This design comes from an exercise in tuning for small area, a short achievable clock period and few clock cycles per item on the open sky130 flow, not from production work. Only simulation tests tie the RTL to the original design; equivalence was not proved.

==> flow/design.v <==
package tci_pkg;
  localparam int MaxPointsDefault = 64;
  localparam int CfgWidth         = 7;
  localparam int CfgIndexWidth    = 1;
  localparam logic [0:0] OP_LOAD  = 1'b0;
  localparam logic [0:0] OP_QUERY = 1'b1;
  localparam logic [CfgIndexWidth-1:0] REG_POINTS_IN_USE = 1'b0;
  localparam logic [CfgIndexWidth-1:0] REG_INTERP_MODE   = 1'b1;
  localparam logic [1:0] POS_LOW    = 2'd0;
  localparam logic [1:0] POS_HIGH   = 2'd1;
  localparam logic [1:0] POS_INSIDE = 2'd2;
  typedef struct packed {
    logic [0:0]  opcode;
    logic [5:0]  point_index;
    logic [15:0] point_x;
    logic [15:0] point_y;
    logic [15:0] query_x;
  } in_item_t;
  typedef struct packed {
    logic signed [17:0] interp_value;
    logic [1:0]         position_code;
  } out_item_t;
endpackage
module tci_ram (
  input  logic             clk,
  input  logic             we,
  input  logic [5:0]       waddr,
  input  logic [15:0]      wx,
  input  logic [15:0]      wy,
  output logic [64*16-1:0] xs,
  output logic [64*16-1:0] ys
);
  for (genvar i = 0; i < 64; i++) begin : g_ent
    logic [15:0] xr, yr;
    always_ff @(posedge clk) begin
      if (we && waddr == 6'(i)) begin
        xr <= wx;
        yr <= wy;
      end
    end
    assign xs[i*16 +: 16] = xr;
    assign ys[i*16 +: 16] = yr;
  end
endmodule
module tci_front (
  input  logic [15:0]      q,
  input  logic [64*16-1:0] xs,
  input  logic [62:0]      seg_mask,    
  input  logic [63:0]      last_oh,     
  output logic             below,       
  output logic             above,       
  output logic [62:0]      cond         
);
  logic [63:0] lt, gt;
  for (genvar i = 0; i < 64; i++) begin : g_cmp
    assign lt[i] = q < xs[i*16 +: 16];
    assign gt[i] = q > xs[i*16 +: 16];
  end
  for (genvar i = 0; i < 63; i++) begin : g_cond
    assign cond[i] = !lt[i] && !gt[i+1] && seg_mask[i];
  end
  assign below = !gt[0];
  assign above = |(gt & last_oh);
endmodule
module tci_divrows #(
  parameter int R = 4
) (
  input  logic [15:0] r_in,
  input  logic [15:0] den,
  output logic [15:0] r_out,
  output logic [R-1:0] bits
);
  logic [15:0] r [R+1];
  assign r[0] = r_in;
  for (genvar k = 0; k < R; k++) begin : g_row
    logic [16:0] r2;
    logic [17:0] df;
    assign r2 = {r[k], 1'b0};
    assign df = {1'b0, r2} - {2'b00, den};
    assign bits[R-1-k] = !df[17];
    assign r[k+1] = df[17] ? r2[15:0] : df[15:0];
  end
  assign r_out = r[R];
endmodule
module tci_div4 #(
  parameter int R = 2
) (
  input  logic [15:0]    r_in,
  input  logic [15:0]    den,
  input  logic [17:0]    den3,
  output logic [15:0]    r_out,
  output logic [2*R-1:0] bits
);
  logic [15:0] r [R+1];
  assign r[0] = r_in;
  for (genvar k = 0; k < R; k++) begin : g_step
    logic [17:0] r4;
    logic [18:0] c1, c2, c3;
    assign r4 = {r[k], 2'b00};
    assign c1 = {1'b0, r4} - {3'b000, den};
    assign c2 = {1'b0, r4} - {2'b00, den, 1'b0};
    assign c3 = {1'b0, r4} - {1'b0, den3};
    always_comb begin
      if (!c3[18])      begin bits[2*(R-1-k) +: 2] = 2'd3; r[k+1] = c3[15:0]; end
      else if (!c2[18]) begin bits[2*(R-1-k) +: 2] = 2'd2; r[k+1] = c2[15:0]; end
      else if (!c1[18]) begin bits[2*(R-1-k) +: 2] = 2'd1; r[k+1] = c1[15:0]; end
      else              begin bits[2*(R-1-k) +: 2] = 2'd0; r[k+1] = r4[15:0]; end
    end
  end
  assign r_out = r[R];
endmodule
module tci_coef (
  input  logic               mode,      
  input  logic [1:0]         dsel,      
  input  logic [15:0]        p0, p1, p2, p3,
  output logic signed [19:0] ca,
  output logic signed [19:0] cb,
  output logic signed [17:0] cc,
  output logic [15:0]        cdv        
);
  logic signed [19:0] s0, s1, s2, s3;
  assign s0 = $signed({4'd0, p0});
  assign s1 = $signed({4'd0, p1});
  assign s2 = $signed({4'd0, p2});
  assign s3 = $signed({4'd0, p3});
  always_comb begin
    if (dsel != 2'd0) begin
      ca = '0; cb = '0; cc = '0;
    end else if (mode) begin
      ca = 20'sd3 * s1 - s0 - 20'sd3 * s2 + s3;
      cb = 20'sd2 * s0 - 20'sd5 * s1 + 20'sd4 * s2 - s3;
      cc = 18'(s2 - s0);
    end else begin
      ca = '0; cb = '0;
      cc = 18'(20'sd2 * (s2 - s1));
    end
    cdv = (dsel == 2'd2) ? p2 : p1;
  end
endmodule
module table_curve_interpolator_unit #(
  parameter int MaxPoints = tci_pkg::MaxPointsDefault
) (
  input  logic                              clk,
  input  logic                              rst,
  input  logic                              in_valid,
  output logic                              in_stall,
  input  tci_pkg::in_item_t                 in_data,
  output logic                              out_valid,
  input  logic                              out_stall,
  output tci_pkg::out_item_t                out_data,
  input  logic                              cfg_we,
  input  logic [tci_pkg::CfgIndexWidth-1:0] cfg_index,
  input  logic [tci_pkg::CfgWidth-1:0]      cfg_data
);
  localparam int R4    = 2;               
  localparam int DST   = 8 / R4;          
  localparam int CRED  = 15;              
  localparam int FD    = CRED - 1;        
  logic [6:0] points_in_use;
  logic       interp_mode;
  always_ff @(posedge clk) begin
    if (rst) begin
      points_in_use <= 7'd2;
      interp_mode   <= 1'b1;
    end else if (cfg_we) begin
      case (cfg_index)
        tci_pkg::REG_POINTS_IN_USE: points_in_use <= cfg_data;
        tci_pkg::REG_INTERP_MODE:   interp_mode   <= cfg_data[0];
        default: ;
      endcase
    end
  end
  logic [6:0]  n_eff;
  logic [5:0]  n_m1;
  logic [62:0] seg_mask;
  logic [63:0] last_oh;
  always_comb begin
    if (points_in_use < 7'd2)       n_eff = 7'd2;
    else if (points_in_use > 7'd64) n_eff = 7'd64;
    else                            n_eff = points_in_use;
  end
  assign n_m1 = 6'(n_eff - 7'd1);
  for (genvar i = 0; i < 64; i++) begin : g_dec
    assign last_oh[i] = (n_m1 == 6'(i));
    if (i < 63) begin : g_m
      assign seg_mask[i] = (7'(i) < 7'(n_eff - 7'd1));
    end
  end
  logic        a_v, a_ld;
  logic [15:0] a_q;
  logic [5:0]  a_idx;
  logic [15:0] a_px, a_py;
  logic        ld_block, ld_block_n, acc, take;
  logic        a_ld_n;
  logic [4:0]  cnt, cnt_n;
  logic        stall_r;
  assign in_stall = stall_r;
  assign acc      = in_valid && !stall_r;
  assign take     = out_valid && !out_stall;
  assign a_ld_n   = acc ? !in_data.opcode : (a_ld && ld_block);
  assign cnt_n    = cnt + 5'(acc && in_data.opcode) - 5'(take);
  always_ff @(posedge clk) begin
    if (rst) begin
      a_v     <= 1'b0;
      a_ld    <= 1'b0;
      cnt     <= '0;
      stall_r <= 1'b0;
    end else begin
      a_v     <= acc && in_data.opcode;
      a_ld    <= a_ld_n;
      cnt     <= cnt_n;
      stall_r <= (a_ld_n && ld_block_n) || (cnt_n >= 5'(CRED));
    end
    a_q <= in_data.query_x;
    if (!stall_r) begin
      a_idx <= in_data.point_index;
      a_px  <= in_data.point_x;
      a_py  <= in_data.point_y;
    end
  end
  logic [64*16-1:0] xs, ys;
  tci_ram u_ram (
    .clk, .we(a_ld && !ld_block), .waddr(a_idx), .wx(a_px), .wy(a_py),
    .xs, .ys
  );
  logic        s_below, s_above;
  logic [62:0] s_cond;
  tci_front u_front (
    .q(a_q), .xs, .seg_mask, .last_oh,
    .below(s_below), .above(s_above), .cond(s_cond)
  );
  logic        b_v, b_below, b_above;
  logic [15:0] b_q;
  logic [62:0] b_cond;
  always_ff @(posedge clk) begin
    if (rst) b_v <= 1'b0;
    else     b_v <= a_v;
    b_q     <= a_q;
    b_below <= s_below;
    b_above <= s_above;
    b_cond  <= s_cond;
  end
  logic [62:0] first;
  logic        found;
  logic [31:0] rowE, rowO;
  logic        par;
  logic [15:0] xE, xO;
  logic [5:0]  seg_bin;
  assign first = b_cond & (~b_cond + 63'd1);
  assign found = |b_cond;
  always_comb begin
    for (int r = 0; r < 32; r++) begin
      rowE[r] = first[2*r] | ((r > 0) ? first[2*r-1] : 1'b0);
      rowO[r] = first[2*r] | ((r < 31) ? first[2*r+1] : 1'b0);
    end
    par = 1'b0;
    for (int r = 0; r < 31; r++) par = par | first[2*r+1];
    xE = '0;
    xO = '0;
    for (int r = 0; r < 32; r++) begin
      xE = xE | ({16{rowE[r]}} & xs[(2*r)*16 +: 16]);
      xO = xO | ({16{rowO[r]}} & xs[(2*r+1)*16 +: 16]);
    end
    seg_bin = '0;
    for (int i = 0; i < 63; i++) seg_bin = seg_bin | ({6{first[i]}} & 6'(i));
  end
  logic        c_v, c_in;
  logic [15:0] c_q, c_x1, c_x2;
  logic [5:0]  c_s;
  logic [1:0]  c_code;
  always_ff @(posedge clk) begin
    if (rst) c_v <= 1'b0;
    else     c_v <= b_v;
    c_q  <= b_q;
    c_x1 <= par ? xO : xE;
    c_x2 <= par ? xE : xO;
    c_in <= 1'b0;
    if (b_below) begin
      c_s <= 6'd0;  c_code <= tci_pkg::POS_LOW;
    end else if (b_above || !found) begin
      c_s <= n_m1;  c_code <= tci_pkg::POS_HIGH;
    end else begin
      c_s <= seg_bin; c_code <= tci_pkg::POS_INSIDE; c_in <= 1'b1;
    end
  end
  logic        dd_v;
  logic [15:0] dd_d, dd_den;
  logic [17:0] dd_den3;
  logic [5:0]  dd_s;
  logic [1:0]  dd_code, dd_dsel;
  logic [15:0] den_c;
  assign den_c = c_x2 - c_x1;
  always_ff @(posedge clk) begin
    if (rst) dd_v <= 1'b0;
    else     dd_v <= c_v;
    dd_d    <= c_q - c_x1;
    dd_den  <= den_c;
    dd_den3 <= {2'b00, den_c} + {1'b0, den_c, 1'b0};
    dd_s    <= c_s;
    dd_code <= c_code;
    dd_dsel <= !c_in ? 2'd1 : (c_q == c_x1) ? 2'd1 : (c_q == c_x2) ? 2'd2 : 2'd0;
  end
  logic        e_v   [DST+1];
  logic [15:0] e_r   [DST+1];
  logic [15:0] e_den [DST+1];
  logic [17:0] e_den3[DST+1];
  logic [15:0] e_t   [DST+1];
  logic [5:0]  e_s   [DST+1];
  logic [1:0]  e_code[DST+1];
  logic [1:0]  e_dsel[DST+1];
  assign e_v[0]    = dd_v;
  assign e_r[0]    = dd_d;
  assign e_den[0]  = dd_den;
  assign e_den3[0] = dd_den3;
  assign e_t[0]    = '0;
  assign e_s[0]    = dd_s;
  assign e_code[0] = dd_code;
  assign e_dsel[0] = dd_dsel;
  for (genvar k = 0; k < DST; k++) begin : g_div
    logic [15:0]       r_nx;
    logic [2*R4-1:0]   bits;
    tci_div4 #(.R(R4)) u_steps (
      .r_in(e_r[k]), .den(e_den[k]), .den3(e_den3[k]), .r_out(r_nx), .bits
    );
    always_ff @(posedge clk) begin
      if (rst) e_v[k+1] <= 1'b0;
      else     e_v[k+1] <= e_v[k];
      e_r[k+1]    <= r_nx;
      e_den[k+1]  <= e_den[k];
      e_den3[k+1] <= e_den3[k];
      e_t[k+1]    <= 16'({e_t[k], bits});
      e_s[k+1]    <= e_s[k];
      e_code[k+1] <= e_code[k];
      e_dsel[k+1] <= e_dsel[k];
    end
  end
  logic [5:0]  ybase;
  logic [15:0] yb [4];
  logic [15:0] yraw [4];
  logic [5:0]  ys_s;
  assign ys_s  = e_s[DST];
  assign ybase = ys_s - 6'd1;
  always_comb begin
    for (int b = 0; b < 4; b++) begin
      logic [1:0] k;
      logic [5:0] e;
      k = 2'(b) - ybase[1:0];
      e = ybase + 6'(k);
      yb[b] = ys[{e[5:2], 2'(b)}*16 +: 16];
    end
    for (int k = 0; k < 4; k++) begin
      yraw[k] = yb[2'(ybase[1:0] + 2'(k))];
    end
  end
  logic        y1_v;
  logic [15:0] y1_p0, y1_p1, y1_p2, y1_p3, y1_t;
  logic [1:0]  y1_code, y1_dsel;
  always_ff @(posedge clk) begin
    if (rst) y1_v <= 1'b0;
    else     y1_v <= e_v[DST];
    y1_p1   <= yraw[1];
    y1_p2   <= yraw[2];
    y1_p0   <= (ys_s == 6'd0) ? yraw[1] : yraw[0];
    y1_p3   <= (7'(ys_s) + 7'd2 < n_eff) ? yraw[3] : yraw[2];
    y1_t    <= e_t[DST];
    y1_code <= e_code[DST];
    y1_dsel <= e_dsel[DST];
  end
  logic signed [19:0] k_ca, k_cb;
  logic signed [17:0] k_cc;
  logic [15:0]        k_cdv;
  tci_coef u_coef (
    .mode(interp_mode), .dsel(y1_dsel), .p0(y1_p0), .p1(y1_p1), .p2(y1_p2), .p3(y1_p3),
    .ca(k_ca), .cb(k_cb), .cc(k_cc), .cdv(k_cdv)
  );
  logic               y_v;
  logic signed [19:0] y_ca, y_cb;
  logic signed [17:0] y_cc;
  logic [15:0]        y_cdv, y_t;
  logic [1:0]         y_code;
  always_ff @(posedge clk) begin
    if (rst) y_v <= 1'b0;
    else     y_v <= y1_v;
    y_ca   <= k_ca;
    y_cb   <= k_cb;
    y_cc   <= k_cc;
    y_cdv  <= k_cdv;
    y_t    <= y1_t;
    y_code <= y1_code;
  end
  logic               m1_v;
  logic signed [35:0] m1_h;
  logic signed [17:0] m1_cc;
  logic [15:0]        m1_cdv, m1_t;
  logic [1:0]         m1_code;
  logic signed [36:0] h1_full;
  assign h1_full = y_ca * $signed({1'b0, y_t}) + $signed({y_cb, 16'd0});
  always_ff @(posedge clk) begin
    if (rst) m1_v <= 1'b0;
    else     m1_v <= y_v;
    m1_h    <= h1_full[35:0];
    m1_cc   <= y_cc;
    m1_cdv  <= y_cdv;
    m1_t    <= y_t;
    m1_code <= y_code;
  end
  logic               m2_v;
  logic signed [35:0] m2_h;
  logic [15:0]        m2_cdv, m2_t;
  logic [1:0]         m2_code;
  logic signed [52:0] h2_full;
  assign h2_full = m1_h * $signed({1'b0, m1_t}) + 53'sd32768 + $signed({m1_cc, 32'd0});
  always_ff @(posedge clk) begin
    if (rst) m2_v <= 1'b0;
    else     m2_v <= m1_v;
    m2_h    <= h2_full[51:16];
    m2_cdv  <= m1_cdv;
    m2_t    <= m1_t;
    m2_code <= m1_code;
  end
  logic signed [52:0] h3_full;
  assign h3_full = m2_h * $signed({1'b0, m2_t}) + 53'sd32768
                 + $signed({4'd0, m2_cdv, 1'b1, 32'd0});
  logic               m3_v;
  logic signed [19:0] m3_val;
  logic [1:0]         m3_code;
  always_ff @(posedge clk) begin
    if (rst) m3_v <= 1'b0;
    else     m3_v <= m2_v;
    m3_val  <= h3_full[52:33];
    m3_code <= m2_code;
  end
  logic [17:0] v_sat;
  logic [19:0] r_data;
  logic        r_v;
  always_comb begin
    if (m3_val < -20'sd131072)     v_sat = 18'h20000;
    else if (m3_val > 20'sd131071) v_sat = 18'h1ffff;
    else                           v_sat = m3_val[17:0];
  end
  assign r_v    = m3_v;
  assign r_data = {v_sat, m3_code};
  logic [19:0] fifo [FD];
  logic [3:0]  wp, rp;
  logic [4:0]  fcnt;
  logic        head_free, push, pop;
  assign head_free = !out_valid || !out_stall;
  assign pop  = head_free && (fcnt != '0);
  assign push = r_v && !(head_free && (fcnt == '0));
  always_ff @(posedge clk) begin
    if (rst) begin
      out_valid <= 1'b0;
      wp   <= '0;
      rp   <= '0;
      fcnt <= '0;
    end else begin
      if (head_free) out_valid <= (fcnt != '0) || r_v;
      if (push) wp <= (wp == 4'(FD - 1)) ? '0 : wp + 4'd1;
      if (pop)  rp <= (rp == 4'(FD - 1)) ? '0 : rp + 4'd1;
      fcnt <= fcnt + 5'(push) - 5'(pop);
    end
    if (head_free) out_data <= (fcnt != '0) ? fifo[rp] : r_data;
    if (push) fifo[wp] <= r_data;
  end
  always_comb begin
    ld_block   = b_v || c_v || dd_v;
    ld_block_n = a_v || b_v || c_v || dd_v;
    for (int k = 1; k < DST; k++)     ld_block   = ld_block || e_v[k];
    for (int k = 1; k < DST - 1; k++) ld_block_n = ld_block_n || e_v[k];
  end
endmodule
==> flow/run.sh <==
#!/bin/bash
# synth_recipe.tcl (not shown) runs the flow's synth.tcl, then flattens the netlist and writes it again
# the make line also repeats each setting of config.mk as NAME=value (left out here)
make -C /OpenROAD-flow-scripts/flow DESIGN_CONFIG=/design/flow/config.mk WORK_HOME=/design/flow/orfs CLKGATE_MAP_FILE= SYNTH_SCRIPT=/design/flow/synth_recipe.tcl finish
==> flow/config.mk <==
export PLATFORM = sky130hd
export DESIGN_NAME = table_curve_interpolator_unit
export DESIGN_NICKNAME = table_curve_interpolator_unit
export VERILOG_FILES = /design/flow/design.v
export SDC_FILE = /design/flow/constraint.sdc
export NUM_CORES = 4
export LEC_CHECK = 0
export ABC_CLOCK_PERIOD_IN_PS = 6500
export CAP_MARGIN = 20
export CORE_MARGIN = 2
export CORE_UTILIZATION = 50
export SETUP_SLACK_MARGIN = 5
export SLEW_MARGIN = 20
==> flow/constraint.sdc <==
create_clock -name core_clock -period 13.0 [get_ports {clk}]
set_input_delay 2.6000 -clock core_clock [delete_from_list [all_inputs] [get_ports {clk}]]
set_output_delay 2.6000 -clock core_clock [all_outputs]
set_load 0.01 [all_outputs]
==> impl_metrics.json, run 1 <==
{
  "syn_area_um2": 216000,
  "cap_violations": 0,
  "synth_xor_area_share_pct": 2.02,
  "grtUsageMet1_pct": 40.6,
  "htree_num_levels": 5,
  "vias": 147000,
  "ys_seq_area_share_pct": 40.9,
  "netlist_top_cells_area": "edfxtp_1 33%, fa_1 14%, ha_1 12%",
  "synth_top_cell_by_area": "edfxtp_1",
  "fin_crit_ns": 7.52,
  "synth_top_area_share_pct": 33.1,
  "track_usage_pct": 29.1,
  "tightest_slew_ns": 1.31,
  "areaGrowthSynthToFinish_pct": 9.93,
  "synth-simple-area-share_pct": 9.75,
  "busiest_layer": "met2",
  "finalCritPeriodShare_pct": 57.8,
  "start_util_pct": 50.2,
  "async_flop_share_pct": 0,
  "fmax_ghz": 0.133,
  "placementRows": 241,
  "use_met3_pct": 4.03,
  "layout-drive-gt1-share_pct": 7.91,
  "reg2reg_slack_ns": 5.48,
  "cts.sinks": 3227,
  "viasPerCell": 5.82,
  "hold_viol": 0,
  "clock_latency_ns": 1.00,
  "path_max_fanout": 20,
  "crit_path_end_kind": "flop",
  "synth_edf_count": 2386,
  "cts_inserted_buffers": 357,
  "grt_max_degree": 81,
  "antenna_found_initial": 34,
  "routedWlPerCell_um": 25.2,
  "nets": 22800,
  "ios": 90,
  "finalClockSkew_ns": 0.0736,
  "hp-class": "flop to flop",
  "maxSlewViolCount": 0,
  "coreArea_um2": 431000,
  "hold_buffers": 0,
  "worstSetupPathType": "flop to flop",
  "drc": 0,
  "die-height_um": 662,
  "synth_top_family_by_area": "adder cells",
  "clk_path_buf_depth": 4,
  "arrival_ns": 8.40,
  "die_width_um": 662,
  "status": "timing/DRC/antenna clean",
  "synthAdderAreaFrac_pct": 26.1,
  "place_congestion": 0.969,
  "grt_pass1_vias": 148000,
  "ant_nets": 0,
  "drt-total-wl_mm": 637,
  "synthCells": 19000,
  "yosys_warnings": 25,
  "setup_viol": 0,
  "detail_route.iter0.violations": 14600,
  "cts-root-buf": "clkbuf_16",
  "portBuffers": 89,
  "final_util_pct": 55.2,
  "hpwl_mm": 466,
  "rsz0062_at_grt": "false",
  "grt_use_met2_pct": 47.0,
  "relSlewSlack_pct": 12.7,
  "cts_tree": "yes",
  "synth.distinct_cells": 99,
  "die-area_um2": 438000,
  "syn_area_per_cell_um2": 11.4,
  "grt_pass1_wl_mm": 952,
  "ys_seq_elements": 3227,
  "clkSlewWorstSetupHoldPaths_ns": 0.06,
  "cp.required_ns": 13.88,
  "synth_compound_area_share_pct": 10.2,
  "start_kind": "flop",
  "grt-ovfl-total": 0,
  "setup_tns_ns": 0,
  "firstDrtPassIters": 10,
  "synth_mux_area_share_pct": 4.77,
  "cts_setup_buffers": 0,
  "ys.flop_type": "edfxtp_1",
  "syn-num-nets": 22600
}
[cells in the final DEF, fill, tap and decap left out, drive strengths merged, types with 76 or more instances in the layout]
cell | synthesis | layout
inv | 3017 | 3029
edfxtp | 2386 | 2386
ha | 2014 | 2014
fa | 1559 | 1559
nand2 | 1477 | 1477
dfxtp | 841 | 841
a21oi | 763 | 763
nor2 | 761 | 761
and2 | 742 | 742
o21ai | 570 | 570
clkbuf | 507 | 451
mux4 | 352 | 352
buf | 63 | 338
a21o | 330 | 330
xnor2 | 320 | 320
o21a | 304 | 304
nand4 | 254 | 254
nor2b | 232 | 232
nor3 | 223 | 223
nand3 | 179 | 179
xor2 | 178 | 178
a22oi | 165 | 165
clkinv | 1 | 153
a221oi | 152 | 152
mux2i | 143 | 143
nand2b | 123 | 123
a211oi | 108 | 108
a221o | 105 | 105
clkdlybuf4s50 | 0 | 88
mux2 | 84 | 84
o211ai | 80 | 80
o21bai | 76 | 76
[worst paths after layout]
path                                           end  depth (start not counted)          startpoint
worst max register to register  m3_val[14]$_DFF_P_                         23     m2_t[2]$_DFF_P_
worst max-delay path            m3_val[14]$_DFF_P_                         23     m2_t[2]$_DFF_P_
worst min-delay path              m1_cc[5]$_DFF_P_                          0  y_cc[5]$_SDFF_PP0_
worst min register to register    m1_cc[5]$_DFF_P_                          0  y_cc[5]$_SDFF_PP0_
[final cells by class]
cell class              count  area (um^2)
fillers                 36900       193000
multi-input cells       12200       115000
flip-flops and latches   3227        88600
inverters                3018        11300
clock buffers             450         9600
well taps                5710         7140
repair buffers            427         3450
clock inverters           213         2290
diodes                     59          148
[cells by family (layout without fill, tap and decap cells)]
kind of cell | count (synthesis) | count (layout)
AND/OR/NAND/NOR | 4291 | 4291
adder cells (fa/ha/maj) | 3573 | 3573
AO/OA/AOI/OAI | 3235 | 3235
buffers and inverters | 3588 | 4108
flip-flops | 3227 | 3227
multiplexers | 579 | 579
XOR/XNOR | 498 | 498
other | 0 | 59
[registers in the layout, indices dropped and copies added (netlist names), 18 cells and up, named ones only]
register and cells:
e_den3 54, m2_h 36, y_cb 20, dd_den3 18, y_ca 20, m1_cc 18, m1_h 36, e_s 24
u_ram.g_ent.xr 1024, y_cc 18, fifo 280, out_data 20, m3_val 20, e_r 48, u_ram.g_ent.yr 1024, e_den 45
b_cond 63, e_t 40
[cell usage after synthesis (28+ instances only)]
master and instances:
inv_1 3016, edfxtp_1 2386, ha_1 2014, fa_1 1559
nand2_1 1476, dfxtp_1 841, a21oi_1 763, nor2_1 760
and2_1 742, o21ai_0 565, clkbuf_1 506, mux4_2 352
a21o_1 330, xnor2_1 320, o21a_1 304, nand4_1 252
nor2b_1 232, nor3_1 219, nand3_1 179, xor2_1 176
a22oi_1 165, a221oi_1 152, mux2i_1 143, nand2b_1 123
a211oi_1 107, a221o_1 105, mux2_2 84, o211ai_1 80
o21bai_1 76, a222oi_1 65, and3_1 65, a31oi_1 61
or3_1 60, nor4_1 54, a21boi_0 49, a2111oi_0 44
o2111ai_1 40, o22ai_1 37, o221ai_1 36, buf_2 31
a22o_1 29, buf_1 28, o31ai_1 28, or2_2 28
[worst max-delay path: stages (launching register included)]
cell	delay, ns
dfxtp_1	0.82
buf_4	0.46
nand2_1	0.13
fa_1	0.55
inv_1	0.05
fa_1	0.54
inv_1	0.06
fa_1	0.48
fa_1	0.50
fa_1	0.49
inv_1	0.05
fa_1	0.43
ha_1	0.30
a21o_1	0.18
a21o_1	0.17
a211oi_1	0.25
o21ai_0	0.14
a22oi_1	0.24
nand4_1	0.22
a21oi_1	0.41
o21ai_0	0.27
a221o_1	0.37
a21oi_1	0.18
xnor2_1	0.13
[per-layer routing]
layer,part of all wire (%),routed length [um],vias up
met5,0.0013,8,-
met4,3.7,23300,2
met3,7.2,45600,958
met2,46,296000,5237
met1,43,273000,74200
li1,-,-,66700
[metrics by stage]
step | hold slack (ns) | cells | cell area, um^2 | worst slack [ns]
after CTS | 0.312 | 25200 | 238000 | 5.29
after detailed placement | 0.312 | 24600 | 226000 | 5.32
after global routing | 0.321 | 25300 | 238000 | 5.03
after global placement | 0.310 | 24600 | 226000 | 5.33
final | 0.315 | 25300 | 238000 | 5.48
after floorplan | 0.310 | 19000 | 216000 | 6.20
[what timing repair did]
item / in CTS / in global routing
hold endpoints to repair: 0 / 0
endpoints found under the setup margin: 0 / 6
resized for setup: 0 / 2
Testbench counts, summed over its fixed seeds: cycles 3,968, items 3,072.
==> run 2: changes to the inputs <==
--- a/flow/design.v
+++ b/flow/design.v
@@ -55,4 +55,3 @@
   for (genvar i = 0; i < 64; i++) begin : g_cmp
-    assign lt[i] = q < xs[i*16 +: 16];
-    assign gt[i] = q > xs[i*16 +: 16];
+    tci_cmp16 u_cmp (.a(q), .b(xs[i*16 +: 16]), .lt(lt[i]), .gt(gt[i]));
   end
@@ -64,2 +63,29 @@
 endmodule
+module tci_cmp16 (
+  input  logic [15:0] a,
+  input  logic [15:0] b,
+  output logic        lt,
+  output logic        gt
+);
+  logic [15:0] g1, l1;
+  logic [7:0]  g2, l2;
+  logic [3:0]  g3, l3;
+  logic [1:0]  g4, l4;
+  assign g1 = a & ~b;
+  assign l1 = ~a & b;
+  for (genvar i = 0; i < 8; i++) begin : g_l2
+    assign g2[i] = g1[2*i+1] | (~l1[2*i+1] & g1[2*i]);
+    assign l2[i] = l1[2*i+1] | (~g1[2*i+1] & l1[2*i]);
+  end
+  for (genvar i = 0; i < 4; i++) begin : g_l3
+    assign g3[i] = g2[2*i+1] | (~l2[2*i+1] & g2[2*i]);
+    assign l3[i] = l2[2*i+1] | (~g2[2*i+1] & l2[2*i]);
+  end
+  for (genvar i = 0; i < 2; i++) begin : g_l4
+    assign g4[i] = g3[2*i+1] | (~l3[2*i+1] & g3[2*i]);
+    assign l4[i] = l3[2*i+1] | (~g3[2*i+1] & l3[2*i]);
+  end
+  assign gt = g4[1] | (~l4[1] & g4[0]);
+  assign lt = l4[1] | (~g4[1] & l4[0]);
+endmodule
 module tci_divrows #(
@@ -120,7 +146,8 @@
 );
-  logic signed [19:0] s0, s1, s2, s3;
-  assign s0 = $signed({4'd0, p0});
-  assign s1 = $signed({4'd0, p1});
-  assign s2 = $signed({4'd0, p2});
-  assign s3 = $signed({4'd0, p3});
+  logic signed [19:0] e, f, w, ca_c, cb_c;
+  assign e    = $signed({4'd0, p0}) - $signed({4'd0, p1});
+  assign f    = $signed({4'd0, p2}) - $signed({4'd0, p1});
+  assign w    = $signed({4'd0, p3}) - $signed({4'd0, p0});
+  assign ca_c = w - f - (f <<< 1);
+  assign cb_c = e + f - ca_c;
   always_comb begin
@@ -129,8 +156,8 @@
     end else if (mode) begin
-      ca = 20'sd3 * s1 - s0 - 20'sd3 * s2 + s3;
-      cb = 20'sd2 * s0 - 20'sd5 * s1 + 20'sd4 * s2 - s3;
-      cc = 18'(s2 - s0);
+      ca = ca_c;
+      cb = cb_c;
+      cc = 18'(f - e);
     end else begin
       ca = '0; cb = '0;
-      cc = 18'(20'sd2 * (s2 - s1));
+      cc = 18'(f <<< 1);
     end
@@ -139,2 +166,71 @@
 endmodule
+module tci_bmul #(parameter int W = 36, parameter int N = 53) (
+  input  logic signed [W-1:0] h,
+  input  logic [15:0]         t,
+  input  logic [N-1:0]        addend,
+  output logic [N-1:0]        sum
+);
+  localparam int NR = 9;
+  logic [17:0] tt;
+  assign tt = {2'b00, t};
+  logic [N-1:0] rows [NR];
+  logic [N-1:0] negs;
+  logic [N-1:0] kc;
+  always_comb begin
+    negs = '0;
+    kc = '0;
+    for (int j = 0; j < NR; j++) begin
+      logic b2, b1, b0, neg, one, two;
+      logic [W:0] pp;
+      logic [W:0] hx;
+      b2 = tt[2*j+1]; b1 = tt[2*j]; b0 = (j == 0) ? 1'b0 : tt[2*j-1];
+      neg = b2 & ~(b1 & b0);
+      one = b1 ^ b0;
+      two = (b2 & ~b1 & ~b0) | (~b2 & b1 & b0);
+      hx = {h[W-1], h};
+      for (int i = 0; i <= W; i++) begin
+        pp[i] = ((one & hx[i]) | (two & ((i == 0) ? 1'b0 : hx[i-1]))) ^ neg;
+      end
+      pp[W] = ~pp[W];
+      rows[j] = N'(pp) << (2*j);
+      negs[2*j] = neg;
+      kc = kc - (N'(1) << (W + 2*j));
+    end
+  end
+  logic [11*N-1:0] rr;
+  always_comb begin
+    for (int j = 0; j < NR; j++) rr[j*N +: N] = rows[j] | ((j > 0) ? (negs & (N'(1) << (2*j-2))) : '0);
+    rr[9*N +: N]  = addend;
+    rr[10*N +: N] = kc;
+  end
+  tci_csa11 #(.N(N)) u_tree (.rf(rr), .sum(sum));
+endmodule
+module tci_csa11 #(parameter int N = 53) (
+  input  logic [11*N-1:0] rf,
+  output logic [N-1:0] sum
+);
+  logic [N-1:0] r [11];
+  for (genvar k = 0; k < 11; k++) begin : g_in
+    assign r[k] = rf[k*N +: N];
+  end
+  logic [N-1:0] s [9];
+  logic [N-1:0] c [9];
+  logic [N-1:0] x [9][3];
+  always_comb begin
+    x[0][0] = r[0]; x[0][1] = r[1]; x[0][2] = r[2];
+    x[1][0] = r[3]; x[1][1] = r[4]; x[1][2] = r[5];
+    x[2][0] = r[6]; x[2][1] = r[7]; x[2][2] = r[8];
+    x[3][0] = s[0]; x[3][1] = c[0]; x[3][2] = s[1];
+    x[4][0] = c[1]; x[4][1] = s[2]; x[4][2] = c[2];
+    x[5][0] = s[3]; x[5][1] = c[3]; x[5][2] = s[4];
+    x[6][0] = c[4]; x[6][1] = r[9]; x[6][2] = r[10];
+    x[7][0] = s[5]; x[7][1] = c[5]; x[7][2] = s[6];
+    x[8][0] = s[7]; x[8][1] = c[7]; x[8][2] = c[6];
+  end
+  for (genvar k = 0; k < 9; k++) begin : g_csa
+    assign s[k] = x[k][0] ^ x[k][1] ^ x[k][2];
+    assign c[k] = N'({(x[k][0] & x[k][1]) | (x[k][0] & x[k][2]) | (x[k][1] & x[k][2]), 1'b0});
+  end
+  assign sum = s[8] + c[8];
+endmodule
 module table_curve_interpolator_unit #(
@@ -156,3 +252,4 @@
   localparam int DST   = 8 / R4;          
-  localparam int CRED  = 15;              
+  localparam int YRD   = DST - 2;         
+  localparam int CRED  = 12;              
   localparam int FD    = CRED - 1;        
@@ -188,32 +285,17 @@
   end
-  logic        a_v, a_ld;
-  logic [15:0] a_q;
-  logic [5:0]  a_idx;
-  logic [15:0] a_px, a_py;
-  logic        ld_block, ld_block_n, acc, take;
-  logic        a_ld_n;
+  logic        ld_block, acc, take, isq;
   logic [4:0]  cnt, cnt_n;
-  logic        stall_r;
-  assign in_stall = stall_r;
-  assign acc      = in_valid && !stall_r;
+  logic        full_r;
+  assign isq      = (in_data.opcode == tci_pkg::OP_QUERY);
+  assign in_stall = isq ? full_r : ld_block;
+  assign acc      = in_valid && !in_stall;
   assign take     = out_valid && !out_stall;
-  assign a_ld_n   = acc ? !in_data.opcode : (a_ld && ld_block);
-  assign cnt_n    = cnt + 5'(acc && in_data.opcode) - 5'(take);
+  assign cnt_n    = cnt + 5'(acc && isq) - 5'(take);
   always_ff @(posedge clk) begin
     if (rst) begin
-      a_v     <= 1'b0;
-      a_ld    <= 1'b0;
-      cnt     <= '0;
-      stall_r <= 1'b0;
+      cnt    <= '0;
+      full_r <= 1'b0;
     end else begin
-      a_v     <= acc && in_data.opcode;
-      a_ld    <= a_ld_n;
-      cnt     <= cnt_n;
-      stall_r <= (a_ld_n && ld_block_n) || (cnt_n >= 5'(CRED));
-    end
-    a_q <= in_data.query_x;
-    if (!stall_r) begin
-      a_idx <= in_data.point_index;
-      a_px  <= in_data.point_x;
-      a_py  <= in_data.point_y;
+      cnt    <= cnt_n;
+      full_r <= (cnt_n >= 5'(CRED));
     end
@@ -222,4 +304,4 @@
   tci_ram u_ram (
-    .clk, .we(a_ld && !ld_block), .waddr(a_idx), .wx(a_px), .wy(a_py),
-    .xs, .ys
+    .clk, .we(acc && !isq), .waddr(in_data.point_index),
+    .wx(in_data.point_x), .wy(in_data.point_y), .xs, .ys
   );
@@ -228,3 +310,3 @@
   tci_front u_front (
-    .q(a_q), .xs, .seg_mask, .last_oh,
+    .q(in_data.query_x), .xs, .seg_mask, .last_oh,
     .below(s_below), .above(s_above), .cond(s_cond)
@@ -236,4 +318,4 @@
     if (rst) b_v <= 1'b0;
-    else     b_v <= a_v;
-    b_q     <= a_q;
+    else     b_v <= acc && isq;
+    b_q     <= in_data.query_x;
     b_below <= s_below;
@@ -340,3 +422,3 @@
   logic [5:0]  ys_s;
-  assign ys_s  = e_s[DST];
+  assign ys_s  = e_s[YRD];
   assign ybase = ys_s - 6'd1;
@@ -354,15 +436,8 @@
   end
-  logic        y1_v;
-  logic [15:0] y1_p0, y1_p1, y1_p2, y1_p3, y1_t;
-  logic [1:0]  y1_code, y1_dsel;
-  always_ff @(posedge clk) begin
-    if (rst) y1_v <= 1'b0;
-    else     y1_v <= e_v[DST];
-    y1_p1   <= yraw[1];
-    y1_p2   <= yraw[2];
-    y1_p0   <= (ys_s == 6'd0) ? yraw[1] : yraw[0];
-    y1_p3   <= (7'(ys_s) + 7'd2 < n_eff) ? yraw[3] : yraw[2];
-    y1_t    <= e_t[DST];
-    y1_code <= e_code[DST];
-    y1_dsel <= e_dsel[DST];
+  logic [15:0] y1_p0, y1_p1, y1_p2, y1_p3;
+  always_ff @(posedge clk) begin
+    y1_p1 <= yraw[1];
+    y1_p2 <= yraw[2];
+    y1_p0 <= (ys_s == 6'd0) ? yraw[1] : yraw[0];
+    y1_p3 <= (7'(ys_s) + 7'd2 < n_eff) ? yraw[3] : yraw[2];
   end
@@ -372,20 +447,20 @@
   tci_coef u_coef (
-    .mode(interp_mode), .dsel(y1_dsel), .p0(y1_p0), .p1(y1_p1), .p2(y1_p2), .p3(y1_p3),
+    .mode(interp_mode), .dsel(e_dsel[YRD+1]), .p0(y1_p0), .p1(y1_p1), .p2(y1_p2), .p3(y1_p3),
     .ca(k_ca), .cb(k_cb), .cc(k_cc), .cdv(k_cdv)
   );
-  logic               y_v;
   logic signed [19:0] y_ca, y_cb;
   logic signed [17:0] y_cc;
-  logic [15:0]        y_cdv, y_t;
-  logic [1:0]         y_code;
+  logic [15:0]        y_cdv;
   always_ff @(posedge clk) begin
-    if (rst) y_v <= 1'b0;
-    else     y_v <= y1_v;
-    y_ca   <= k_ca;
-    y_cb   <= k_cb;
-    y_cc   <= k_cc;
-    y_cdv  <= k_cdv;
-    y_t    <= y1_t;
-    y_code <= y1_code;
+    y_ca  <= k_ca;
+    y_cb  <= k_cb;
+    y_cc  <= k_cc;
+    y_cdv <= k_cdv;
   end
+  logic               y_v;
+  logic [15:0]        y_t;
+  logic [1:0]         y_code;
+  assign y_v    = e_v[DST];
+  assign y_t    = e_t[DST];
+  assign y_code = e_code[DST];
   logic               m1_v;
@@ -395,4 +470,6 @@
   logic [1:0]         m1_code;
-  logic signed [36:0] h1_full;
-  assign h1_full = y_ca * $signed({1'b0, y_t}) + $signed({y_cb, 16'd0});
+  logic [36:0] h1_full;
+  tci_bmul #(.W(20), .N(37)) u_m1 (
+    .h(y_ca), .t(y_t), .addend({y_cb[19], y_cb, 16'd0}), .sum(h1_full)
+  );
   always_ff @(posedge clk) begin
@@ -407,7 +484,9 @@
   logic               m2_v;
-  logic signed [35:0] m2_h;
+  logic signed [34:0] m2_h;
   logic [15:0]        m2_cdv, m2_t;
   logic [1:0]         m2_code;
-  logic signed [52:0] h2_full;
-  assign h2_full = m1_h * $signed({1'b0, m1_t}) + 53'sd32768 + $signed({m1_cc, 32'd0});
+  logic [52:0] h2_full;
+  tci_bmul #(.W(36), .N(53)) u_m2 (
+    .h(m1_h), .t(m1_t), .addend({{3{m1_cc[17]}}, m1_cc, 16'd0, 16'd32768}), .sum(h2_full)
+  );
   always_ff @(posedge clk) begin
@@ -415,3 +494,3 @@
     else     m2_v <= m1_v;
-    m2_h    <= h2_full[51:16];
+    m2_h    <= h2_full[50:16];
     m2_cdv  <= m1_cdv;
@@ -420,5 +499,6 @@
   end
-  logic signed [52:0] h3_full;
-  assign h3_full = m2_h * $signed({1'b0, m2_t}) + 53'sd32768
-                 + $signed({4'd0, m2_cdv, 1'b1, 32'd0});
+  logic [52:0] h3_full;
+  tci_bmul #(.W(35), .N(53)) u_m3 (
+    .h(m2_h), .t(m2_t), .addend({4'd0, m2_cdv, 1'b1, 16'd0, 16'd32768}), .sum(h3_full)
+  );
   logic               m3_v;
@@ -429,3 +509,3 @@
     else     m3_v <= m2_v;
-    m3_val  <= h3_full[52:33];
+    m3_val  <= $signed(h3_full[52:33]);
     m3_code <= m2_code;
@@ -465,6 +545,4 @@
   always_comb begin
-    ld_block   = b_v || c_v || dd_v;
-    ld_block_n = a_v || b_v || c_v || dd_v;
-    for (int k = 1; k < DST; k++)     ld_block   = ld_block || e_v[k];
-    for (int k = 1; k < DST - 1; k++) ld_block_n = ld_block_n || e_v[k];
+    ld_block = b_v || c_v || dd_v;
+    for (int k = 1; k <= YRD; k++) ld_block = ld_block || e_v[k];
   end
==> impl_metrics.json, run 2 <==
{
  "viasPerCell": 6.30,
  "fin_crit_ns": 7.68,
  "antenna_found_initial": 27,
  "path_max_fanout": 12,
  "die-height_um": 627,
  "htree_num_levels": 5,
  "drt-total-wl_mm": 639,
  "layout-drive-gt1-share_pct": 9.29,
  "syn_area_um2": 194000,
  "syn-num-nets": 19700,
  "start_util_pct": 50.3,
  "grt_pass1_vias": 141000,
  "maxSlewViolCount": 0,
  "start_kind": "flop",
  "layout_common_cells": "2288 x edfxtp_1, 1614 x inv_1, 1130 x a21oi_1, 994 x nand2_1, 948 x o21ai_0",
  "synth_edf_count": 2288,
  "firstDrtPassIters": 10,
  "die_width_um": 627,
  "reg2reg_to": "e_r[1][7]$_DFF_P_",
  "cts_tree": "yes",
  "finalClockSkew_ns": 0.0581,
  "reg2reg_depth": 23,
  "ant_nets": 0,
  "yosys_warnings": 41,
  "grt-ovfl-total": 0,
  "relSlewSlack_pct": 12.9,
  "die-area_um2": 394000,
  "track_usage_pct": 31.7,
  "clkSlewWorstSetupHoldPaths_ns": 0.06,
  "cap_violations": 0,
  "grt_max_degree": 81,
  "status": "timing/DRC/antenna clean",
  "setup_viol": 0,
  "clk_path_buf_depth": 4,
  "vias": 147000,
  "ys_seq_elements": 3055,
  "drc": 0,
  "finalCritPeriodShare_pct": 59.1,
  "fmax_ghz": 0.130,
  "ys_seq_area_share_pct": 43.3,
  "tightest_slew_ns": 1.30,
  "synth_top_area_share_pct": 35.4,
  "ys.flop_type": "edfxtp_1",
  "hold_viol": 0,
  "cts_inserted_buffers": 340,
  "cp-startpoint": "dd_den3[0]$_DFF_P_",
  "clock_latency_ns": 0.98,
  "routedWlPerCell_um": 27.4,
  "rsz0062_at_grt": "false",
  "cp.required_ns": 13.83,
  "portBuffers": 89,
  "synth_commonest_cells": "2288 x edfxtp_1, 1619 x inv_1, 1136 x a21oi_1",
  "hpwl_mm": 452,
  "synth.distinct_cells": 102,
  "cts.sinks": 3055,
  "coreArea_um2": 386000,
  "place_congestion": 0.965,
  "crit_path_end_kind": "flop",
  "synthCells": 18000,
  "ios": 90,
  "reg2reg_slack_ns": 5.32,
  "worstSetupPathType": "flop to flop",
  "areaGrowthSynthToFinish_pct": 9.62,
  "final_common_cell": "edfxtp_1",
  "synth.most_common_cell": "edfxtp_1",
  "top_regs": "u_ram.g_ent.xr (1024), u_ram.g_ent.yr (1024), fifo (220)",
  "placementRows": 228,
  "async_flop_share_pct": 0,
  "netlist_top_cells_area": "edfxtp_1 35%, dfxtp_1 7.9%, fa_1 7.0%",
  "hp-class": "flop to flop",
  "synth_top_cell_by_area": "edfxtp_1",
  "nets": 19500,
  "setup_tns_ns": 0,
  "cts-root-buf": "clkbuf_16",
  "syn_area_per_cell_um2": 10.8,
  "grt_pass1_wl_mm": 933,
  "endpoint": "e_r[1][7]$_DFF_P_",
  "r2r-start": "dd_den3[0]$_DFF_P_",
  "arrival_ns": 8.51,
  "detail_route.iter0.violations": 17600
}
==> run 2: final cells by class <==
type	count	area [um^2]
Tap cell	5175	6470
Fill cell	33400	173000
Clock inverter	195	2000
Sequential cell	3055	84100
Antenna cell	17	42.5
Timing Repair Buffer	504	3810
Inverter	1635	6150
Multi-Input combinational cell	12300	101000
Clock buffer	434	9180
==> run 2: repair_timing <==
| action | CTS | global route |
|---|---|---|
| resized for setup | 3 | 9 |
| setup endpoints to repair | 2 | 24 |
| setup buffers | 0 | 2 |
| pin swaps | 0 | 1 |
| hold buffers | 0 | 0 |
==> run 2: critical path, stage by stage, from the launching register on <==
cell and delay (ns):
dfxtp_1 0.66, inv_1 0.29, ha_1 0.35, a211oi_1 0.32
o21bai_1 0.27, o2111ai_1 0.40, nand3_1 0.20, a41oi_1 0.46
o21a_1 0.16, buf_4 0.19, o21ai_0 0.18, and2_1 0.28
ha_1 0.34, nor2b_1 0.15, o31a_1 0.32, o41ai_1 0.62
nand4_1 0.32, nand3_1 0.19, a21oi_1 0.09, nor2_1 0.08
and3_2 0.41, and2_1 0.43, inv_1 0.43, o21ai_0 0.37
==> run 2: worst min path at each step <==
stage,cells past startpoint,startpoint,endpoint
after floorplan,0,b_q[0]$_DFF_P_,c_q[0]$_DFF_P_
after global placement,0,e_code[2][1]$_DFF_P_,e_code[3][1]$_DFF_P_
after detailed placement,0,b_q[7]$_DFF_P_,c_q[7]$_DFF_P_
after CTS,0,y_cc[7]$_SDFF_PP0_,m1_cc[7]$_DFF_P_
after global routing,0,y_cc[7]$_SDFF_PP0_,m1_cc[7]$_DFF_P_
final,0,y_cc[7]$_SDFF_PP0_,m1_cc[7]$_DFF_P_
==> run 2: cell families (layout without fill, tap and decap cells) <==
family / after synthesis / in the layout / synth area share, %
mux: 608 / 608 / 5.19
compound gates: 4895 / 4895 / 16.8
fa+ha+maj: 2168 / 2168 / 15.9
simple gates: 3445 / 3445 / 8.54
buf+inv: 2688 / 2768 / 5.23
other cells: 0 / 17 / 0
flops: 3055 / 3055 / 43.3
xor+xnor: 1142 / 1142 / 5.15
==> run 2: metrics by stage <==
stage / instances / util [%] / setup slack, ns / instance area, um^2 / hold WS [ns]
6_report: 23300 / 55.2 / 5.32 / 213000 / 0.311
5_1_grt: 23300 / 55.1 / 4.99 / 213000 / 0.313
4_1_cts: 23300 / 55.1 / 5.02 / 213000 / 0.307
3_5_place_dp: 22600 / 52.2 / 4.83 / 202000 / 0.312
3_3_place_gp: 22600 / 52.2 / 4.90 / 202000 / 0.310
2_1_floorplan: 18000 / - / 6.07 / 194000 / 0.310
==> run 2: routing by layer <==
layer  GRT usage [%]  vias up  routed length [um]
li1                -    65600                   -
met1            42.7    73000              260000
met2            51.0     6800              295000
met3            4.99     1183               53900
met4            13.3        6               29900
met5               0        -                  34
Testbench counts of run 2, summed over its fixed seeds: cycles 3,776, items 3,072.
==> run 3: changes to the inputs <==
--- a/flow/design.v
+++ b/flow/design.v
@@ -166,5 +166,21 @@
 endmodule
+module tci_benc (
+  input  logic [15:0] t,
+  output logic [26:0] enc         
+);
+  logic [17:0] tt;
+  assign tt = {2'b00, t};
+  always_comb begin
+    for (int j = 0; j < 9; j++) begin
+      logic b2, b1, b0;
+      b2 = tt[2*j+1]; b1 = tt[2*j]; b0 = (j == 0) ? 1'b0 : tt[2*j-1];
+      enc[3*j]   = b1 ^ b0;
+      enc[3*j+1] = (b2 & ~b1 & ~b0) | (~b2 & b1 & b0);
+      enc[3*j+2] = b2 & ~(b1 & b0);
+    end
+  end
+endmodule
 module tci_bmul #(parameter int W = 36, parameter int N = 53) (
   input  logic signed [W-1:0] h,
-  input  logic [15:0]         t,
+  input  logic [26:0]         enc,    
   input  logic [N-1:0]        addend,
@@ -173,4 +189,2 @@
   localparam int NR = 9;
-  logic [17:0] tt;
-  assign tt = {2'b00, t};
   logic [N-1:0] rows [NR];
@@ -182,9 +196,8 @@
     for (int j = 0; j < NR; j++) begin
-      logic b2, b1, b0, neg, one, two;
+      logic neg, one, two;
       logic [W:0] pp;
       logic [W:0] hx;
-      b2 = tt[2*j+1]; b1 = tt[2*j]; b0 = (j == 0) ? 1'b0 : tt[2*j-1];
-      neg = b2 & ~(b1 & b0);
-      one = b1 ^ b0;
-      two = (b2 & ~b1 & ~b0) | (~b2 & b1 & b0);
+      one = enc[3*j];
+      two = enc[3*j+1];
+      neg = enc[3*j+2];
       hx = {h[W-1], h};
@@ -468,7 +481,10 @@
   logic signed [17:0] m1_cc;
-  logic [15:0]        m1_cdv, m1_t;
+  logic [15:0]        m1_cdv;
+  logic [26:0]        m1_enc;
   logic [1:0]         m1_code;
-  logic [36:0] h1_full;
-  tci_bmul #(.W(20), .N(37)) u_m1 (
-    .h(y_ca), .t(y_t), .addend({y_cb[19], y_cb, 16'd0}), .sum(h1_full)
+  logic [35:0] h1_full;
+  logic [26:0] y_enc;
+  tci_benc u_enc (.t(y_t), .enc(y_enc));
+  tci_bmul #(.W(20), .N(36)) u_m1 (
+    .h(y_ca), .enc(y_enc), .addend({y_cb, 16'd0}), .sum(h1_full)
   );
@@ -480,3 +496,3 @@
     m1_cdv  <= y_cdv;
-    m1_t    <= y_t;
+    m1_enc  <= y_enc;
     m1_code <= y_code;
@@ -485,7 +501,8 @@
   logic signed [34:0] m2_h;
-  logic [15:0]        m2_cdv, m2_t;
+  logic [15:0]        m2_cdv;
+  logic [26:0]        m2_enc;
   logic [1:0]         m2_code;
-  logic [52:0] h2_full;
-  tci_bmul #(.W(36), .N(53)) u_m2 (
-    .h(m1_h), .t(m1_t), .addend({{3{m1_cc[17]}}, m1_cc, 16'd0, 16'd32768}), .sum(h2_full)
+  logic [50:0] h2_full;
+  tci_bmul #(.W(36), .N(51)) u_m2 (
+    .h(m1_h), .enc(m1_enc), .addend({m1_cc[17], m1_cc, 16'd0, 16'd32768}), .sum(h2_full)
   );
@@ -496,11 +513,11 @@
     m2_cdv  <= m1_cdv;
-    m2_t    <= m1_t;
+    m2_enc  <= m1_enc;
     m2_code <= m1_code;
   end
-  logic [52:0] h3_full;
-  tci_bmul #(.W(35), .N(53)) u_m3 (
-    .h(m2_h), .t(m2_t), .addend({4'd0, m2_cdv, 1'b1, 16'd0, 16'd32768}), .sum(h3_full)
+  logic [51:0] h3_full;
+  tci_bmul #(.W(35), .N(52)) u_m3 (
+    .h(m2_h), .enc(m2_enc), .addend({3'd0, m2_cdv, 1'b1, 16'd0, 16'd32768}), .sum(h3_full)
   );
   logic               m3_v;
-  logic signed [19:0] m3_val;
+  logic signed [18:0] m3_val;
   logic [1:0]         m3_code;
@@ -509,3 +526,3 @@
     else     m3_v <= m2_v;
-    m3_val  <= $signed(h3_full[52:33]);
+    m3_val  <= $signed(h3_full[51:33]);
     m3_code <= m2_code;
@@ -516,4 +533,4 @@
   always_comb begin
-    if (m3_val < -20'sd131072)     v_sat = 18'h20000;
-    else if (m3_val > 20'sd131071) v_sat = 18'h1ffff;
+    if (m3_val < -19'sd131072)     v_sat = 18'h20000;
+    else if (m3_val > 19'sd131071) v_sat = 18'h1ffff;
     else                           v_sat = m3_val[17:0];
==> impl_metrics.json, run 3 <==
{
  "cts_tree": "yes",
  "slowest_delay_ns": 0.59,
  "syn_area_per_cell_um2": 10.9,
  "synth.distinct_cells": 99,
  "start_kind": "flop",
  "ys.flop_type": "edfxtp_1",
  "finalCritPeriodShare_pct": 58.7,
  "grt_pass1_vias": 139000,
  "nets": 19300,
  "post_cts_resized": 0,
  "syn-num-nets": 19500,
  "async_flop_share_pct": 0,
  "htree_num_levels": 5,
  "hold_buffers": 0,
  "hpwl_mm": 433,
  "holdWs_ns": 0.321,
  "clk_path_buf_depth": 4,
  "worstSetupPathType": "flop to flop",
  "arrival_ns": 8.43,
  "path_delay_family": "adder cells",
  "syn_area_um2": 194000,
  "final_common_cell": "edfxtp_1",
  "relSlewSlack_pct": 20.2,
  "synth.most_common_cell": "edfxtp_1",
  "critical_path_buf_inv_count": 3,
  "die-area_um2": 394000,
  "tightest_slew_ns": 1.19,
  "die_width_um": 627,
  "grt-ovfl-total": 0,
  "setup_tns_ns": 0,
  "synth_edf_count": 2288,
  "synth_commonest_cells": "2288 x edfxtp_1, 1579 x inv_1, 1036 x o21ai_0",
  "grt_pass1_wl_mm": 908,
  "clock_latency_ns": 0.96,
  "rsz0062_at_grt": "true",
  "die-height_um": 627,
  "ys_seq_elements": 3072,
  "fmax_ghz": 0.131,
  "netlist_top_cells_area": "edfxtp_1 35%, dfxtp_1 8.1%, fa_1 7.0%",
  "placementRows": 228,
  "clkSlewWorstSetupHoldPaths_ns": 0.06,
  "setup_viol": 0,
  "track_usage_pct": 30.8,
  "path_max_fanout": 23,
  "routedWlPerCell_um": 26.8,
  "crit_path_end_kind": "flop",
  "areaGrowthSynthToFinish_pct": 9.64,
  "yosys_warnings": 47,
  "viasPerCell": 6.26,
  "drt-total-wl_mm": 618,
  "maxSlewViolCount": 0,
  "crit_top_cell": "fa_1",
  "cts-root-buf": "clkbuf_16",
  "hold_viol": 0,
  "place_congestion": 0.975,
  "cts.sinks": 3072,
  "grt_max_degree": 101,
  "start_util_pct": 50.3,
  "synth_top_area_share_pct": 35.4,
  "drc": 0,
  "fin_crit_ns": 7.64,
  "ios": 90,
  "detail_route.iter0.violations": 16700,
  "layout-drive-gt1-share_pct": 9.16,
  "ant_nets": 0,
  "vias": 145000,
  "firstDrtPassIters": 7,
  "top_regs": "u_ram.g_ent.xr (1024), u_ram.g_ent.yr (1024), fifo (220)",
  "cts_setup_buffers": 0,
  "hp-class": "flop to flop",
  "synth_top_cell_by_area": "edfxtp_1",
  "finalClockSkew_ns": 0.0709,
  "portBuffers": 89,
  "synthCells": 17900,
  "path_cells": "nand2b_1 > clkinvlp_4 > xnor2_1 > fa_1 > inv_1 > fa_1 > fa_1 > fa_1 > fa_1 > inv_1 > ha_1 > a21oi_1 > o21ai_0 > o21ba_2 > a21boi_0 > a221oi_1 > o21ai_0 > o41ai_1 > o2111ai_1 > a31oi_1 > o21ai_0 > xor2_1",
  "coreArea_um2": 386000,
  "cap_violations": 0,
  "final_util_pct": 55.2,
  "ys_seq_area_share_pct": 43.4,
  "status": "timing/DRC/antenna clean",
  "layout_common_cells": "2288 x edfxtp_1, 1573 x inv_1, 1029 x a21oi_1, 1027 x o21ai_0, 924 x ha_1",
  "cp.required_ns": 13.80,
  "antenna_found_initial": 20,
  "cts_inserted_buffers": 341,
  "slowest_stage": "fa_1"
}
run 3: changes by cell type in the layout (fill, tap and decap cells not counted), moves of 79 or more:
cell      change
xor2_1      -351
a22oi_1      +86
o21ai_0      +79
xnor2_1     +405
a21oi_1     -101
nor2_1       -82
nand2_1     -101
a211oi_1     -86
run 3: path summary, 6_finish.rpt:
check | cells after the start | end | start | slack (ns)
setup / recovery | 22 | m1_h[34]$_DFF_P_ | e_t[4][15]$_DFF_P_ | 5.36
setup reg to reg | 22 | m1_h[34]$_DFF_P_ | e_t[4][15]$_DFF_P_ | 5.36
hold / removal | 0 | m3_code[0]$_DFF_P_ | m2_code[0]$_DFF_P_ | 0.32
hold reg to reg | 0 | m3_code[0]$_DFF_P_ | m2_code[0]$_DFF_P_ | 0.32
run 3: area by class of cell:
cell class              instances  area, um^2
inverters                    1595        6000
well taps                    5175        6470
multi-input cells           12100      101000
clock buffers                 417        9140
fillers                     33100      173000
flip-flops and latches       3072       84400
clock inverters               209        2400
diodes                         11        27.5
repair buffers                473        3600
run 3: cell families (layout without fill, tap and decap cells):
family | Yosys count | count (layout) | synth area share (%)
compound gates | 4826 | 4826 | 16.6
xor+xnor | 1198 | 1198 | 5.41
fa+ha+maj | 2138 | 2138 | 15.7
buf+inv | 2659 | 2694 | 5.17
flops | 3072 | 3072 | 43.4
mux | 597 | 597 | 5.12
other cells | 0 | 11 | 0
simple gates | 3377 | 3377 | 8.59
run 3: worst register-to-register path: cells and delay by family (launching register included):
| family | cells | cell delay [ns] |
|---|---|---|
| XOR/XNOR | 2 | 0.57 |
| AND/OR/NAND/NOR | 1 | 0.29 |
| adder cells (fa/ha/maj) | 6 | 2.80 |
| AO/OA/AOI/OAI | 10 | 2.69 |
| buffers and inverters | 3 | 0.64 |
| flip-flops | 1 | 0.55 |
run 3: through the flow:
| stage | cell area, um^2 | std cells | worst slack [ns] |
|---|---|---|---|
| after floorplan | 194000 | 17900 | 6.29 |
| after detailed placement | 202000 | 22500 | 5.24 |
| final | 213000 | 23100 | 5.36 |
| after CTS | 213000 | 23100 | 5.16 |
| after global routing | 213000 | 23100 | 4.93 |
| after global placement | 201000 | 22500 | 5.24 |
run 3: metal layers:
layer	track usage (%)	up-vias	wire length, um	share of wire (%)
li1	-	65100	-	-
met1	41.8	71700	256000	41
met2	49.3	6626	284000	46
met3	4.90	1187	51600	8.3
met4	12.3	16	27000	4.4
met5	0	-	95	0.015
Testbench counts of run 3, summed over its fixed seeds: cycles 3,776, items 3,072.
==> run 4: changes to the inputs <==
--- a/flow/config.mk
+++ b/flow/config.mk
@@ -11,2 +11,3 @@
 export CORE_UTILIZATION = 50
+export CTS_BUF_LIST = sky130_fd_sc_hd__clkbuf_8
 export SETUP_SLACK_MARGIN = 5
==> impl_metrics.json, run 4 <==
{
  "status": "timing/DRC/antenna clean",
  "synth_commonest_cells": "2288 x edfxtp_1, 1579 x inv_1, 1036 x o21ai_0",
  "grtUsageMet1_pct": 41.8,
  "slowest_stage": "or3_1",
  "ant_nets": 0,
  "synth_top_cell_by_area": "edfxtp_1",
  "cts_tree": "yes",
  "htree_num_levels": 6,
  "top_regs": "u_ram.g_ent.xr (1024), u_ram.g_ent.yr (1024), fifo (220)",
  "synth_top_area_share_pct": 35.4,
  "grt_use_met2_pct": 49.2,
  "setup_viol": 0,
  "finalCritPeriodShare_pct": 57.8,
  "firstDrtPassIters": 10,
  "netlist_top_cells_area": "edfxtp_1 35%, dfxtp_1 8.1%, fa_1 7.0%",
  "syn_area_um2": 194000,
  "fmax_ghz": 0.133,
  "arrival_ns": 8.57,
  "multi_input_area_um2": 101000,
  "hold_viol": 0,
  "crit_path_end_kind": "flop",
  "grt-ovfl-total": 0,
  "yosys_warnings": 47,
  "synth.distinct_cells": 99,
  "clk_path_buf_depth": 4,
  "start_kind": "flop",
  "async_flop_share_pct": 0,
  "hpwl_mm": 433,
  "path_cells": "inv_1 > ha_1 > a211oi_1 > o211ai_1 > a31oi_1 > a311oi_1 > a31o_2 > a31oi_1 > buf_4 > o21ai_0 > and2_1 > ha_1 > a21oi_1 > o21ai_0 > a21oi_1 > a21boi_0 > a41o_1 > o311a_1 > a2111oi_1 > inv_1 > or3_1 > mux2_2 > o221a_2",
  "grt_pass1_vias": 141000,
  "path_max_fanout": 14,
  "detail_route.iter0.violations": 16800,
  "seqCellArea_um2": 84400,
  "synthCells": 17900,
  "setup_tns_ns": 0,
  "finalClockSkew_ns": 0.0958,
  "coreArea_um2": 386000,
  "path_delay_family": "compound AO/OA/AOI/OAI gates",
  "place_congestion": 0.975,
  "ys.flop_type": "edfxtp_1",
  "drt-total-wl_mm": 621,
  "syn-num-nets": 19500,
  "cts-root-buf": "clkbuf_8",
  "fin_crit_ns": 7.51,
  "relSlewSlack_pct": 21.2,
  "slowest_delay_ns": 0.67,
  "nFillCells": 33500,
  "maxSlewViolCount": 0,
  "viasPerCell": 6.20,
  "tightest_slew_ns": 1.15,
  "areaGrowthSynthToFinish_pct": 9.25,
  "final_common_cell": "edfxtp_1",
  "die_width_um": 627,
  "critical_path_buf_inv_count": 3,
  "synth_edf_count": 2288,
  "layout-drive-gt1-share_pct": 10.2,
  "layout_common_cells": "2288 x edfxtp_1, 1739 x inv_1, 1029 x a21oi_1, 1027 x o21ai_0, 924 x ha_1",
  "cts_inserted_buffers": 542,
  "placementRows": 228,
  "cap_violations": 0,
  "cts.sinks": 3072,
  "synth.most_common_cell": "edfxtp_1",
  "start_util_pct": 50.3,
  "worstSetupPathType": "flop to flop",
  "busiest_layer": "met2",
  "use_met3_pct": 5.18,
  "cp.required_ns": 14.06,
  "ys_seq_area_share_pct": 43.4,
  "grt_max_degree": 101,
  "hp-class": "flop to flop",
  "routedWlPerCell_um": 26.5,
  "vias": 145000,
  "fin_area_um2": 212000,
  "syn_area_per_cell_um2": 10.9,
  "placed_area_um2": 202000,
  "nets": 19500,
  "grt_pass1_wl_mm": 912,
  "drc": 0,
  "ys_seq_elements": 3072,
  "ios": 90,
  "clock_latency_ns": 1.21,
  "antenna_found_initial": 22,
  "die-height_um": 627,
  "die-area_um2": 394000,
  "clkSlewWorstSetupHoldPaths_ns": 0.06,
  "rsz0062_at_grt": "false",
  "track_usage_pct": 30.9,
  "portBuffers": 89
}
[run 4: final cells by class]
type / count / area share, %
diodes: 13 / 0.0153
flip-flops and latches: 3072 / 39.8
inverters: 1595 / 2.83
multi-input cells: 12100 / 47.6
clock buffers: 583 / 3.78
well taps: 5175 / 3.05
clock inverters: 398 / 1.29
repair buffers: 473 / 1.70
[run 4: timing repair]
| action | 4_1_cts | 5_1_grt |
|---|---|---|
| hold buffers | 0 | 0 |
| resized for setup | 0 | 7 |
| endpoints found under the setup margin | 0 | 17 |
| setup buffers | 0 | 0 |
[run 4: per-stage QoR]
step / utilization (%) / setup WS [ns] / std cells / hold WS (ns)
2_1_floorplan: - / 6.29 / 17900 / 0.310
3_5_place_dp: 52.2 / 5.24 / 22500 / 0.312
3_3_place_gp: 52.2 / 5.24 / 22500 / 0.311
4_1_cts: 55.0 / 5.14 / 23400 / 0.248
5_1_grt: 55.0 / 5.08 / 23400 / 0.259
6_report: 55.0 / 5.49 / 23400 / 0.265
[run 4: kinds of logic after synthesis]
| kind of cell | Yosys count | synth area share [%] |
|---|---|---|
| and+or+nand+nor | 3377 | 8.59 |
| buffers and inverters | 2659 | 5.17 |
| xor gates and xnor gates | 1198 | 5.41 |
| adders and majority gates | 2138 | 15.7 |
| DFF | 3072 | 43.4 |
| AOI/OAI and AO/OA | 4826 | 16.6 |
| muxes | 597 | 5.12 |
[run 4: final timing paths]
check,cells after the start,slack [ns],startpoint,endpoint
setup / recovery,23,5.49,dd_den3[0]$_DFF_P_,e_r[1][2]$_DFF_P_
hold / removal,0,0.26,e_dsel[1][1]$_DFF_P_,e_dsel[2][1]$_DFF_P_
setup reg to reg,23,5.49,dd_den3[0]$_DFF_P_,e_r[1][2]$_DFF_P_
hold reg to reg,0,0.26,e_dsel[1][1]$_DFF_P_,e_dsel[2][1]$_DFF_P_
[run 4: metal layers]
layer | up-vias | part of all wire (%)
met5 | - | 0.024
met2 | 6619 | 46
met4 | 19 | 4.4
li1 | 65600 | -
met3 | 1294 | 8.3
met1 | 72000 | 42

## afterwards: timing with drivers on the ports
How much do the figures lean on ideal ports? The routed layouts below were timed once more, with nothing changed but the port constraints.
Step 1 (the two cells are an assumption about what drives the block):
set clk [get_ports {clk}]
set_driving_cell -lib_cell sky130_fd_sc_hd__clkbuf_16 $clk
set_driving_cell -lib_cell sky130_fd_sc_hd__buf_2 [delete_from_list [all_inputs] $clk]
Step 2 moves the port delays by t, midway between the first and last clock arrival at a register: inputs arrive t later, outputs are due t later. That takes back most of the time a late clock gives input paths.
Three values: ideal ports, drivers, drivers and shift; two values: the first two.
run | shift t [ns] | slack for setup (ns) | clock arrival spread, ns
run 1 | 1.079 | 5.480 / 5.480 / 5.480 | 0.082 / 0.081
run 2 | 1.045 | 5.318 / 5.318 / 5.147 | 0.090 / 0.090
run 3 | 1.050 | 5.365 / 5.365 / 5.365 | 0.085 / 0.085
run 4 | 1.280 | 5.491 / 5.491 / 5.491 | 0.108 / 0.108
After both steps every run listed still meets setup and hold. For run 2, which loses most, drivers alone change the setup slack by 0.000 ns; drivers and shift together by -0.171 ns.
